From an optimization exercise on the open Yosys and OpenROAD flow, aimed at small area, a short achievable clock period and few clock cycles per item; shortcuts taken in it are not production practice.
Only simulation tests tie the RTL to the original design; equivalence was not proved.
Power and IR drop assume default switching activity.

==> trial 69: inputs <==
// scalar_kalman_filter_core
module scalar_kalman_filter_core
(
    input  logic               aclk,
    input  logic               aresetn,
    input  logic               cfg_we,
    input  logic [1:0]         cfg_index,
    input  logic [VAL_W-1:0]   cfg_data,
    input  logic               s_valid,
    output logic               s_ready,
    input  logic signed [VAL_W-1:0] s_measurement,
    output logic               m_valid,
    input  logic               m_ready,
    output logic signed [VAL_W-1:0] m_estimate
);
    localparam int RW = VAL_W + 3;             
    localparam int DW = VAL_W + 1;             
    localparam int ZW = VAL_W + 1;             
    localparam int AW = VAL_W + GAIN_BITS + 1;
    localparam int HI = GAIN_BITS + 1;         
    localparam int AW1 = AW - 1;
    logic                     idle_reg, setup_reg, run_reg;
    logic [3:0]               cnt_reg;
    logic                     q_reg;           
    logic                     zero_reg;        
    logic                     m_valid_reg;
    logic [NOISE_W-1:0]       pn_reg, mn_reg;
    logic [VAL_W-1:0]         p_reg;
    logic                     psat_reg;        
    logic [DW-1:0]            den_reg;
    logic signed [RW-1:0]     rem_reg;
    logic signed [ZW-1:0]     z_reg;           
    logic [AW-1:0]            accv_reg;
    logic signed [AW-1:0]     acce_reg;
    wire                      accept   = s_valid && idle_reg;
    wire                      setup_go = setup_reg && !m_valid_reg;
    wire                      last     = (cnt_reg == 4'd15);
    wire [VAL_W-1:0]          p_eff    = p_reg | {VAL_W{psat_reg}};
    wire signed [VAL_W-1:0]   est      = acce_reg[AW-1:HI];
    wire                      zero_now = (p_eff == '0) && (mn_reg == '0);
    assign s_ready = idle_reg;
    logic signed [RW-1:0] div_a, div_b, div_sum;
    logic                 div_sub;
    always_comb begin
        if (idle_reg) begin
            div_a   = RW'(accv_reg[AW-1:HI]);
            div_b   = RW'(pn_reg);
            div_sub = 1'b0;
  ...
==> module scalar_kalman_filter_core, before the edit <==
module scalar_kalman_filter_core
(
    input  logic               aclk,
    input  logic               aresetn,
    input  logic               cfg_we,
    input  logic [1:0]         cfg_index,
    input  logic [VAL_W-1:0]   cfg_data,
    input  logic               s_valid,
    output logic               s_ready,
    input  logic signed [VAL_W-1:0] s_measurement,
    output logic               m_valid,
    input  logic               m_ready,
    output logic signed [VAL_W-1:0] m_estimate
);
    localparam int RW = VAL_W + 3;             
    localparam int DW = VAL_W + 1;             
    localparam int ZW = VAL_W + 1;             
    localparam int AW = VAL_W + GAIN_BITS + 1;
    localparam int HI = GAIN_BITS + 1;         
    localparam int AW1 = AW - 1;
    logic                     idle_reg, setup_reg, run_reg;
    logic [3:0]               cnt_reg;
    logic                     q_reg;           
    logic                     zero_reg;        
    logic                     m_valid_reg;
    logic [NOISE_W-1:0]       pn_reg, mn_reg;
    logic [VAL_W-1:0]         p_reg;
    logic                     psat_reg;        
    logic [DW-1:0]            den_reg;
    logic signed [RW-1:0]     rem_reg;
    logic signed [ZW-1:0]     z_reg;           
    logic [AW-1:0]            accv_reg;
    logic signed [AW-1:0]     acce_reg;
    wire                      accept   = s_valid && idle_reg;
    wire                      setup_go = setup_reg && !m_valid_reg;
    wire                      last     = (cnt_reg == 4'd15);
    wire [VAL_W-1:0]          p_eff    = p_reg | {VAL_W{psat_reg}};
    wire signed [VAL_W-1:0]   est      = acce_reg[AW-1:HI];
    wire                      zero_now = (p_eff == '0) && (mn_reg == '0);
    assign s_ready = idle_reg;
    logic signed [RW-1:0] div_a, div_b, div_sum;
    logic                 div_sub;
    always_comb begin
        if (idle_reg) begin
            div_a   = RW'(accv_reg[AW-1:HI]);
            div_b   = RW'(pn_reg);
            div_sub = 1'b0;
        end else if (setup_reg) begin
            div_a   = RW'(p_eff);
            div_b   = RW'(mn_reg);
            div_sub = 1'b1;
        end else begin
            div_a   = rem_reg <<< 1;
            div_b   = RW'(den_reg);
            div_sub = !rem_reg[RW-1];
        end
    end
    skf_add #(RW) u_div_add (
        .a   (div_a),
        .b   (div_sub ? ~div_b : div_b),
        .cin (div_sub),
        .s   (div_sum)
    );
    logic [AW-1:0] av_a, av_b, av_sum;
    always_comb begin
        if (setup_reg) begin
            av_a = AW'(p_eff);
            av_b = AW'(mn_reg);
        end else begin
            av_a = accv_reg << 1;
            av_b = q_reg ? ~(AW'(p_reg) << 1) : '0;
        end
    end
    skf_add #(AW) u_var_add (
        .a   (av_a),
        .b   (av_b),
        .cin (!setup_reg && q_reg),
        .s   (av_sum)
    );
    logic signed [AW-1:0] ae_a, ae_b, ae_sum;
    always_comb begin
        if (setup_reg) begin
            ae_a = AW'(z_reg);
            ae_b = ~(AW'(est));
        end else begin
            ae_a = acce_reg <<< 1;
            ae_b = q_reg ? (AW'(z_reg) <<< 1) : '0;
        end
    end
    skf_add #(AW) u_est_add (
        .a   (ae_a),
        .b   (ae_b),
        .cin (setup_reg),
        .s   (ae_sum)
    );
    always_ff @(posedge aclk) begin
        if (!aresetn) begin
            idle_reg    <= 1'b1;
            setup_reg   <= 1'b0;
            run_reg     <= 1'b0;
            m_valid_reg <= 1'b0;
            pn_reg      <= NOISE_W'(655);
            mn_reg      <= NOISE_W'(65536);
            accv_reg[AW-1:HI] <= VAR_ONE;
            acce_reg[AW-1:HI] <= '0;
        end else begin
            if (m_valid_reg && m_ready)
                m_valid_reg <= 1'b0;
            if (cfg_we) begin
                case (cfg_index)
                    CFG_INIT_EST: begin
                        acce_reg[AW-1:HI] <= $signed(cfg_data);
                        accv_reg[AW-1:HI] <= VAR_ONE;
                    end
                    CFG_PROC_NOISE: pn_reg <= cfg_data[NOISE_W-1:0];
                    CFG_MEAS_NOISE: mn_reg <= cfg_data[NOISE_W-1:0];
                    default: ;
                endcase
            end
            if (accept) begin
                idle_reg  <= 1'b0;
                setup_reg <= 1'b1;
            end
            if (setup_go) begin
                setup_reg <= 1'b0;
                run_reg   <= 1'b1;
                accv_reg  <= {AW1'(p_eff), 1'b1};
                acce_reg  <= {AW1'(est), 1'b1};
            end
            if (run_reg) begin
                accv_reg <= av_sum;
                acce_reg <= ae_sum;
                if (last) begin
                    run_reg     <= 1'b0;
                    idle_reg    <= 1'b1;
                    m_valid_reg <= 1'b1;
                end
            end
        end
        if (idle_reg) begin
            p_reg    <= div_sum[VAL_W-1:0];
            psat_reg <= div_sum[VAL_W];
        end
        if (accept)
            z_reg <= ZW'(s_measurement);
        if (setup_go) begin
            p_reg    <= p_eff;
            psat_reg <= 1'b0;
            den_reg  <= av_sum[DW-1:0];
            z_reg    <= ae_sum[ZW-1:0];
            zero_reg <= zero_now;
        end
        rem_reg <= div_sum;
        q_reg   <= !div_sum[RW-1] && !(setup_reg ? zero_now : zero_reg);
        cnt_reg <= setup_reg ? 4'd0 : cnt_reg + 4'd1;
    end
    assign m_valid    = m_valid_reg;
    assign m_estimate = est;
endmodule
clock: 11.0 ns
lec_check: 0
cap_margin: 20
core_margin: 2
core_utilization: 40
cts_cluster_diameter: 80
cts_cluster_size: 20
slew_margin: 20
standard.sh (not shown) runs the stock make flow with config.mk's settings and CLKGATE_MAP_FILE= SYNTH_SCRIPT=/design/flow/synth_recipe.tcl, a recipe that flattens the netlist after the stock synthesis.
==> flow/flow/run.sh <==
#!/bin/bash
set -euo pipefail
bash standard.sh \
    SETUP_SLACK_MARGIN=6.5 \
    "BUFFER_PORTS_ARGS=-buffer_cell sky130_fd_sc_hd__buf_1" \
    finish > standard_flow.log 2>&1
==> trial 27 (differences from trial 69) <==
--- a/flow/design.v
+++ b/flow/design.v
@@ -182,8 +182,9 @@
                 setup_reg <= 1'b1;
             end
+            if (setup_reg)
+                accv_reg <= {AW1'(p_eff), 1'b1};
             if (setup_go) begin
                 setup_reg <= 1'b0;
                 run_reg   <= 1'b1;
-                accv_reg  <= {AW1'(p_eff), 1'b1};
                 acce_reg  <= {AW1'(est), 1'b1};
             end
@@ -204,11 +205,12 @@
         if (accept)
             z_reg <= ZW'(s_measurement);
-        if (setup_go) begin
+        if (setup_reg) begin
             p_reg    <= p_eff;
             psat_reg <= 1'b0;
             den_reg  <= av_sum[DW-1:0];
-            z_reg    <= ae_sum[ZW-1:0];
             zero_reg <= zero_now;
         end
+        if (setup_go)
+            z_reg <= ae_sum[ZW-1:0];
         rem_reg <= div_sum;
         q_reg   <= !div_sum[RW-1] && !(setup_reg ? zero_now : zero_reg);
==> flow/flow/run.sh (replaced) <==
#!/bin/bash
set -euo pipefail
bash standard.sh \
    SETUP_SLACK_MARGIN=7 \
    "BUFFER_PORTS_ARGS=-buffer_cell sky130_fd_sc_hd__buf_1" \
    finish > standard_flow.log 2>&1
--- a/flow/config.mk
+++ b/flow/config.mk
@@ -6,4 +6,5 @@
 export NUM_CORES = 4
 export LEC_CHECK = 0
+export ABC_AREA = 1
 export CAP_MARGIN = 20
 export CORE_MARGIN = 2
==> notes.md <==
- Of trial 27 and trial 69, trial 69 has the higher clock-buffer cell count (gap 2).
- In trial 69 the global-route usage is lower than in trial 27, by 1.2 points.
- In trial 27 the wire length is higher than in trial 69, by 2.3%.
- Flip-flop and latch count is the same in trial 69 and trial 27.
- Clock power: trial 27 is higher than trial 69 (about 12%).
- In trial 27 the worst hold slack is worse than in trial 69, by 27 ps.
- Of trial 27 and trial 69, trial 69 has the higher die area (gap about 3%, measured against trial 69).
- Of trial 69 and trial 27, trial 27 has the higher register-to-register slack (gap 470 ps).
- Worst setup slack: trial 27 is better than trial 69 (470 ps).
- Against trial 69, the sequential power of trial 27 is larger by about 7%.
- Between trial 27 and trial 69, the lower synthesized cell count is in trial 69 (gap about 6%, measured against trial 69).
Testbench counts of trial 69, summed over its fixed seeds: cycles 36,958, items 2,048.
Testbench counts of trial 27, summed over its fixed seeds: cycles 36,958, items 2,048.

## static timing again, ports no longer ideal
Ports are ideal in the flow. The routed layouts listed here were re-timed in OpenROAD.
Step 1, drivers: a clkbuf_16 drives aclk and a buf_2 each remaining input, both assumed.
Step 2 adds t to the input delays and takes it off the output delays; t is the mean of the earliest and latest rising clock arrival at the registers after step 1. Input paths then give back, and output paths get back, about the clock's delay inside the block.
Three values: ideal, step 1, step 2; two values: the first two.
run | shift t [ns] | slack for setup (ns) | worst register clock-pin slew, ns | pins driven straight from the clock port
trial 69 | 0.597 | 6.641 / 6.641 / 6.641 | 0.09 / 0.09 | 1
trial 27 | 0.615 | 7.112 / 7.112 / 6.626 | 0.09 / 0.09 | 1
After both steps setup and hold are still met in every run listed. For trial 27, which loses most, drivers alone change the setup slack by 0.000 ns; drivers and shift together by -0.486 ns.
